Source: an optimization exercise on an open RTL-to-GDS flow (aim: small area). Production flows keep margins and buffers that such runs may drop.
Only simulation tests tie the RTL to the original design; equivalence was not proved.
Power is estimated from default activity; no workload was simulated.

## build 71
==> flow/design.v <==
module cache_ctrl_fsm #(
  parameter int ADDR_W   = 32,
  parameter int INDEX_W  = 4,
  parameter int OFFSET_W = 4
) (
  input  logic                clk_i,
  input  logic                rst_i,
  input  logic                cpu_req_i,
  input  logic                cpu_we_i,
  input  logic [ADDR_W-1:0]   cpu_addr_i,
  output logic                cpu_ready_o,
  output logic                cpu_hit_o,
  output logic                busy_o,
  input  logic [1:0]          lru_way_i,
  output logic                lru_update_o,
  output logic [INDEX_W-1:0]  lru_set_o,
  output logic [1:0]          lru_access_way_o,
  output logic                mem_req_o,
  output logic                mem_we_o,
  output logic [ADDR_W-1:0]   mem_addr_o,
  input  logic                mem_ack_i,
  output logic                fill_pulse_o,
  output logic [15:0]         hit_count_o,
  output logic [15:0]         miss_count_o
);
  localparam int TAG_W = ADDR_W - INDEX_W - OFFSET_W;
  localparam int SETS  = 1 << INDEX_W;
  localparam int LINES = SETS * 4;
  localparam logic [2:0] S_IDLE = 3'b000;
  localparam logic [2:0] S_CMP  = 3'b001;
  localparam logic [2:0] S_WB   = 3'b011;
  localparam logic [2:0] S_RF   = 3'b010;
  localparam logic [2:0] S_FILL = 3'b110;
  localparam logic [2:0] S_RDYM = 3'b100;
  localparam logic [2:0] S_RDYH = 3'b101;
  logic [2:0]         state_q;
  logic [3:0]         rot_q;
  logic [TAG_W-1:0]   tag_q   [4][SETS];   
  logic [SETS-1:0]    dirty_q [4];         
  logic [2:0]         vcnt_q  [SETS];      
  logic               vinc_q;
  logic               we_q;
  logic [TAG_W-1:0]   req_tag_q;
  logic [INDEX_W-1:0] idx_q;
  logic [1:0]         way_q;
  logic               st_idle, st_cmp, st_wb, st_rf, st_fill, st_rdym, st_rdyh;
  assign st_idle = (state_q == S_IDLE);
  assign st_cmp  = (state_q == S_CMP);
  assign st_wb   = (state_q == S_WB);
  assign st_rf   = (state_q == S_RF);
  assign st_fill = (state_q == S_FILL);
  assign st_rdym = (state_q == S_RDYM);
  assign st_rdyh = (state_q == S_RDYH);
  logic [SETS-1:0]    sel_q, nsel_s;
  logic [3:0]         cpos_s;
  logic               odd_s;
  assign nsel_s = {sel_q[SETS-2:0], sel_q[SETS-1]};
  assign cpos_s = cpu_addr_i[OFFSET_W +: INDEX_W] + rot_q;
  always_ff @(posedge clk_i) begin
    if (rst_i)                     sel_q <= SETS'(1);
    else if (st_idle && cpu_req_i) sel_q <= SETS'(1) << (cpos_s + 4'd1);
    else                           sel_q <= nsel_s;
  end
  always_comb begin
    odd_s = 1'b0;
    for (int j = 1; j < SETS; j += 2) odd_s = odd_s | sel_q[j];
  end
  logic [SETS/2-1:0]  rsel_s;
  logic [TAG_W-1:0]   ctag_s;
  logic [TAG_W-1:0]   rd_s [4];
  logic [3:0]         eq_s, drd_s, eq_q, drd_q, eqe_s, drde_s;
  always_comb begin
    for (int k = 0; k < SETS/2; k++)
      rsel_s[k] = st_idle ? (cpos_s == 4'(2*k)) : sel_q[2*k];
  end
  assign ctag_s = st_idle ? cpu_addr_i[ADDR_W-1 -: TAG_W] : req_tag_q;
  genvar gw, gk;
  generate
    for (gw = 0; gw < 4; gw++) begin : g_rd
      logic [SETS/2*(TAG_W+1)-1:0] din;
      for (gk = 0; gk < SETS/2; gk++) begin : g_din
        assign din[gk*(TAG_W+1) +: TAG_W+1] = {dirty_q[gw][2*gk], tag_q[gw][2*gk]};
      end
      logic [TAG_W:0] dout;
      cache_ctrl_fsm_rdmux #(.N(SETS/2), .W(TAG_W+1)) u_rd (
        .sel_i(rsel_s), .d_i(din), .q_o(dout)
      );
      assign rd_s[gw]  = dout[TAG_W-1:0];
      assign drd_s[gw] = dout[TAG_W];
      assign eq_s[gw] = (rd_s[gw] == ctag_s);
    end
  endgenerate
  always_ff @(posedge clk_i) begin
    eq_q  <= eq_s;
    drd_q <= drd_s;
  end
  assign eqe_s  = odd_s ? eq_q : eq_s;
  assign drde_s = odd_s ? drd_q : drd_s;
  logic [2:0]          vrd_s, vrd_q;
  logic [SETS/2*3-1:0] vdin_s;
  always_comb begin
    for (int k = 0; k < SETS/2; k++) vdin_s[k*3 +: 3] = vcnt_q[2*k];
  end
  cache_ctrl_fsm_rdmux #(.N(SETS/2), .W(3)) u_vrd (
    .sel_i(rsel_s), .d_i(vdin_s), .q_o(vrd_s)
  );
  always_ff @(posedge clk_i) vrd_q <= vrd_s;
  logic [2:0]         vc_s;
  logic [3:0]         valid_s, match_s;
  logic               hit_s, allv_s, victim_dirty_s;
  logic [1:0]         hit_way_s, inv_way_s, victim_way_s;
  assign vc_s = odd_s ? vrd_q : vrd_s;
  assign valid_s = {vc_s[2] & ~vc_s[0], vc_s[2], vc_s[1], vc_s[1] | vc_s[0]};
  assign allv_s  = vc_s[2] & ~vc_s[0];
  assign inv_way_s = {vc_s[1], vc_s[0] & (vc_s[2] | ~vc_s[1])};
  assign match_s = valid_s & eqe_s;
  assign hit_s = |match_s;
  assign hit_way_s = {match_s[3] | match_s[2], match_s[3] | match_s[1]};
  assign victim_way_s = allv_s ? lru_way_i : inv_way_s;
  assign victim_dirty_s = allv_s & drde_s[lru_way_i];
  logic [1:0]         cway_s;
  logic [TAG_W-1:0]   rdw_s, wbtag_q;
  assign cway_s = st_cmp ? lru_way_i : way_q;
  assign rdw_s  = rd_s[cway_s];
  always_ff @(posedge clk_i) wbtag_q <= rdw_s;
  always_ff @(posedge clk_i) begin
    if (rst_i) begin
      state_q <= S_IDLE;
    end else begin
      case (state_q)
        S_IDLE:  if (cpu_req_i) state_q <= S_CMP;
        S_CMP:   state_q <= hit_s ? S_RDYH : (victim_dirty_s ? S_WB : S_RF);
        S_WB:    if (mem_ack_i) state_q <= S_RF;
        S_RF:    if (mem_ack_i) state_q <= S_FILL;
        S_FILL:  state_q <= S_RDYM;
        default: state_q <= S_IDLE;
      endcase
    end
  end
  always_ff @(posedge clk_i) begin
    if (rst_i) rot_q <= 4'd0;
    else       rot_q <= rot_q + 4'd1;
  end
  always_ff @(posedge clk_i) begin
    if (st_idle && cpu_req_i) begin
      we_q      <= cpu_we_i;
      req_tag_q <= cpu_addr_i[ADDR_W-1 -: TAG_W];
    end
  end
  always_ff @(posedge clk_i) begin
    if (rst_i) begin
      idx_q <= '0;
      way_q <= 2'd0;
    end else begin
      if (st_idle && cpu_req_i) idx_q <= cpu_addr_i[OFFSET_W +: INDEX_W];
      if (st_cmp) way_q <= hit_s ? hit_way_s : victim_way_s;
    end
  end
  logic [2:0] vnew_s;
  logic       vwr_s;
  always_ff @(posedge clk_i) if (st_cmp) vinc_q <= ~hit_s & ~allv_s;
  assign vwr_s  = (st_rf | st_fill | st_rdym) & vinc_q;
  assign vnew_s = {way_q[1], way_q[1] | way_q[0], ~(way_q[1] & way_q[0])};
  always_ff @(posedge clk_i) begin
    for (int j = 0; j < SETS; j++) begin
      if (j % 2 == 1)
        vcnt_q[j] <= ~vcnt_q[j - 1] | {3{rst_i}};
      else if (vwr_s && nsel_s[j])
        vcnt_q[j] <= vnew_s & {3{~rst_i}};
      else
        vcnt_q[j] <= ~vcnt_q[(j + SETS - 1) % SETS] & {3{~rst_i}};
    end
  end
  logic tag_wr_s, dirty_wr_s;
  assign tag_wr_s = ~(st_cmp | st_wb);
  assign dirty_wr_s = st_rf | st_fill | st_rdym | ((st_rdyh | st_idle) & we_q);
  always_ff @(posedge clk_i) begin
    for (int w = 0; w < 4; w++) begin
      for (int j = 0; j < SETS; j++) begin
        if (j % 4 == 0 && tag_wr_s && way_q == 2'(w) && nsel_s[j])
          tag_q[w][j] <= req_tag_q;
        else
          tag_q[w][j] <= tag_q[w][(j + SETS - 1) % SETS];
        if (j % 2 == 0 && dirty_wr_s && way_q == 2'(w) && nsel_s[j])
          dirty_q[w][j] <= we_q;
        else
          dirty_q[w][j] <= dirty_q[w][(j + SETS - 1) % SETS];
      end
    end
  end
  assign cpu_ready_o      = st_rdyh | st_rdym;
  assign cpu_hit_o        = st_rdyh;
  assign busy_o           = ~st_idle;
  assign lru_update_o     = st_rdyh | st_rdym;
  assign lru_set_o        = idx_q;
  assign lru_access_way_o = way_q;
  assign mem_req_o        = st_wb | st_rf;
  assign mem_we_o         = st_wb;
  assign fill_pulse_o     = st_fill;
  assign mem_addr_o       = {({TAG_W{st_wb}} & (odd_s ? wbtag_q : rdw_s)) |
                             ({TAG_W{st_rf}} & req_tag_q),
                             idx_q & {INDEX_W{st_wb | st_rf}}, {OFFSET_W{1'b0}}};
  logic unused_s;
  assign unused_s = ^{cpu_addr_i[OFFSET_W-1:0]};
  logic [15:0] hit_cnt_q, miss_cnt_q;
  logic [16:0] hc_s, mc_s;
  always_comb begin
    hc_s[0] = st_rdyh & ~(&hit_cnt_q);
    mc_s[0] = st_rdym & ~(&miss_cnt_q);
    for (int i = 0; i < 16; i++) begin
      hc_s[i+1] = hc_s[i] & hit_cnt_q[i];
      mc_s[i+1] = mc_s[i] & miss_cnt_q[i];
    end
  end
  always_ff @(posedge clk_i) begin
    hit_cnt_q  <= {16{~rst_i}} & (hit_cnt_q ^ hc_s[15:0]);
    miss_cnt_q <= {16{~rst_i}} & (miss_cnt_q ^ mc_s[15:0]);
  end
  assign hit_count_o  = hit_cnt_q;
  assign miss_count_o = miss_cnt_q;
endmodule
module cache_ctrl_fsm_rdmux #(
  parameter int N = 8,
  parameter int W = 25
) (
  input  logic [N-1:0]   sel_i,
  input  logic [N*W-1:0] d_i,
  output logic [W-1:0]   q_o
);
  always_comb begin
    q_o = '0;
    for (int k = 0; k < N; k++) q_o = q_o | (d_i[k*W +: W] & {W{sel_i[k]}});
  end
endmodule
clock: 8.0 ns
lec_check: 0
cap_margin: 20
core_margin: 2
core_utilization: 80
cts_cluster_diameter: 70
cts_cluster_size: 28
place_density: 0.95
slew_margin: 20
synth_hierarchical: 1
run.sh (not shown) runs the stock make flow with config.mk's settings and CLKGATE_MAP_FILE= SYNTH_SCRIPT=/design/flow/synth_recipe.tcl, a recipe that flattens the netlist after the stock synthesis.
The final report for build 71 shows a completed flow and a layout that fails verification, specifically negative setup slack.
[inputs] trial 87 vs build 71
Settings: PLACE_DENSITY changed from 0.95 to 0.9; CORE_UTILIZATION changed from 80 to 75.
==> comparison <==
- Although build 71 finished all stages, its layout failed final checks on negative setup slack.
- Trial 87 | status: complete | timing, DRC, antenna: pass
- Per the comparison of trial 87 with build 71, global-route wire length before repair has decreased; critical path depth decreased by 1 relative to the old numbers; routed via count divided by cell count moved down; relative area change from synthesis to final layout now sits lower.
- When trial 87 is set beside build 71, its final worst-path cycle share turns out to be 4.2 points smaller.
- The count of placed standard cells in the final layout, fillers left out reported for trial 87 is smaller than that of build 71 by 18.
- Run comparison: build 71 slowest cell on the critical path o21ai_4; trial 87 slowest cell on the critical path clkdlybuf4s50_1
- Trial 87 vs build 71 — post-route cell area dropped 0.64%.
- Build 71 leaves less setup margin than trial 87.
- Total power in trial 87 is 1.3% below build 71.
- In the metrics for trial 87 and build 71, the one carrying the higher global placement routability congestion is build 71.

## re-timing with driven ports
No port has a modelled driver above. Below, the same layouts with a new extraction and two added sets of constraints.
Step 1: set_driving_cell puts a clkbuf_16 on clk_i and a buf_2 on each other input, an assumption about the parent block.
Step 2 times the ports against the registers' clock, not the clock port: input delays grow and output delays shrink by t, the midpoint of the rising clock arrivals with the driver on.
Slacks: ideal / step 1 / step 2; pairs: ideal / step 1.
run	t (ns)	setup slack, ns	worst setup path after step 2	clock arrival spread, ns	pins driven straight from the clock port
build 71	0.742	-0.096 / -0.125 / -0.125	input to output	0.034 / 0.033	1
trial 87	0.737	0.240 / 0.209 / 0.209	input to output	0.026 / 0.026	1
The setup slack of trial 87, which loses most, moves by -0.031 ns with the drivers and by -0.031 ns with both steps.
